Context: an optimization exercise on an open-source flow, tuned for small area, a short achievable clock period and few clock cycles per item. The choices shown serve that exercise and are no tape-out recipe.
The RTL was checked by simulation tests, not by an equivalence proof against the original design.
No activity file was given, so power comes from the tool's default toggle rates.

## build 26
// rpn_stack_evaluator
module rpn_stack_evaluator #(
  parameter int unsigned STACK_DEPTH = rse_pkg::STACK_DEPTH_DEF
) (
  input  logic                            clk,
  input  logic                            rst_n,
  input  logic                            in_valid,
  output logic                            in_stall,
  input  logic [34:0]                     in_data,
  output logic                            out_valid,
  input  logic                            out_stall,
  output logic [34:0]                     out_data,
  input  logic                            cfg_psel,
  input  logic                            cfg_penable,
  input  logic                            cfg_pwrite,
  input  logic [rse_pkg::CFG_ADDR_W-1:0]  cfg_paddr,
  input  logic [rse_pkg::CFG_DATA_W-1:0]  cfg_pwdata,
  output logic [rse_pkg::CFG_DATA_W-1:0]  cfg_prdata,
  output logic                            cfg_pready
);
  rse_pkg::in_t  in_d;
  assign in_d = rse_pkg::in_t'(in_data);
  localparam int unsigned W   = rse_pkg::WORD_W;
  localparam int unsigned MD  = STACK_DEPTH - 2;           
  localparam int unsigned DW  = $clog2(STACK_DEPTH + 1);
  localparam logic [DW-1:0] FULL = DW'(STACK_DEPTH);
  function automatic logic [2*W-1:0] csa(input logic [W-1:0] a,
                                         input logic [W-1:0] b,
                                         input logic [W-1:0] c);
    logic [W-1:0] s, cy;
    s  = a ^ b ^ c;
    cy = (a & b) | (a & c) | (b & c);
    csa = {cy[W-2:0], 1'b0, s};
  endfunction
  function automatic logic [5:0] lzc32(input logic [31:0] x);
    logic [15:0] v1; logic [15:0] c1;
    logic [7:0]  v2; logic [15:0] c2;
    logic [3:0]  v3; logic [11:0] c3;
    logic [1:0]  v4; logic [7:0]  c4;
    logic        v5; logic [4:0]  c5;
    for (int i = 0; i < 16; i++) begin
      v1[i] = ~x[2*i+1] & ~x[2*i];
      c1[i] = ~x[2*i+1];
    end
  ...
Settings: LEC_CHECK=0, CAP_MARGIN=40, CORE_MARGIN=2, CORE_UTILIZATION=50, SETUP_SLACK_MARGIN=3.6, SLEW_MARGIN=30, TNS_END_PERCENT=0; clock period 7.0 ns.
run.sh (not shown) runs the stock make flow with config.mk's settings and CLKGATE_MAP_FILE= SYNTH_SCRIPT=/design/flow/synth_recipe.tcl, a recipe that flattens the netlist after the stock synthesis.
Testbench counts of build 26, summed over its fixed seeds: cycles 19,850, programs 960.
Edits applied to the flow inputs when going from build 26 to build 81:
Settings: SETUP_SLACK_MARGIN changed from 3.6 to 3.3.
Results
Looking at the reports, build 81 completed the entire flow and the layout it produced met the timing, design-rule and antenna checks. On wire length of the first global-routing pass: build 81 sits above build 26. Cell count down about 1% in build 81 wrt build 26. Worst hold slack, build 81 and build 26: smaller value in build 81. Build 81 vs. build 26: final standard cell area without fillers lost 2.2%; clock group power decreased by about 3% relative to the old numbers.
### build 81 -> build 93
Settings: SETUP_SLACK_MARGIN: 3.3 -> 3.8; TNS_END_PERCENT: 0 -> 5; CORE_UTILIZATION: 50 -> 45.
Notes after the runs:
Compared with build 81, build 93 shows a layout filler cell count that is 1,216 higher.
Changes observed in build 93 relative to build 81: final worst hold slack about even, number of max-capacitance violations reported shows no meaningful change, final cell count higher, layout cell share with drive strength beyond 1 increased by 5.2 points relative to the old numbers.
Comparing build 81 and build 93, the lower count of clock-buffer cells in the layout is on build 81.
In build 93, maximum frequency is higher than in build 81.
Compared with build 81, build 93 shows via count of the first global-routing pass that has gone up slightly.
## Diff of input files: build 10 against build 93
Settings: a change of TNS_END_PERCENT from 5 to 0; a change of SETUP_SLACK_MARGIN from 3.8 to 3.6.
==> comparison <==
- In summary, build 10 completed successfully, with a layout that passed the timing, design-rule and antenna checks.
- Average vias per placed instance: build 10 vs build 93 — no meaningful difference
- bth_r[0] as the first element of the critical path was reported by build 10, and bth_r[9] by build 93.
- Worst setup path endpoint: lzb_r[5] -> build 10, out_data_r[19] -> build 93
- Per the comparison of build 10 with build 93, source-to-sink clock delay at the later pin of the worst-skew pair down 0.02 ns; TritonCTS buffer count went down 2; sequential share of layout area went up by 1.4 points; post-CTS setup repair buffer count went down; worst hold slack went up.
- Changes observed in build 10 relative to build 93: routed wire length decreased 1.8%, final critical-path required period has increased, maximum frequency from static timing analysis lost about 0.3%.
#### Input delta (build 85 over build 10)
Settings: TNS_END_PERCENT now 5, was 0; CORE_UTILIZATION now 40, was 45.
[summary]
On area of all placed cells without fillers: build 85 sits above build 10. Build 10 ended up with a2111oi_0 as its worst-path cell with the longest stage delay; build 85 ended up with dfxtp_4. NOTE worst IR drop on VDD build 10->build 85 decreased by more than 10%. Time the final worst path needs with I/O delays and setup: build 85 < build 10. Re final routed wirelength across all metal layers: build 85 is 6100 um up on build 10. Summary of build 85 over build 10: power consumed by the clock network decreased by about 3.6% relative to the old numbers, via total after detailed routing went up, minimum setup slack in the final design increased by 0.070 ns relative to the old numbers.

## separate check: timing with driven ports
No port has a modelled driver above. Below, the same layouts with a new extraction and two added sets of constraints. Step 1, drivers: a clkbuf_16 drives clk and a buf_2 each remaining input, both assumed. Step 2 also shifts input and output timing later by t, the mid clock arrival at the registers, as if the neighbouring blocks saw the same clock. Three values: no drivers, after step 1, after step 2; two values: the first two.
run	t (ns)	slack for setup (ns)	worst setup path after step 2
build 26	0.873	3.369 / 3.369 / 2.555	input to register
build 81	0.857	3.104 / 3.117 / 2.306	input to register
build 93	0.877	3.250 / 3.250 / 2.612	input to register
build 10	0.849	3.238 / 3.238 / 2.478	input to register
build 85	0.850	3.308 / 3.308 / 2.646	input to register
After both steps setup and hold are still met in every run listed. For build 26, which loses most, drivers alone change the setup slack by 0.000 ns; drivers and shift together by -0.814 ns.
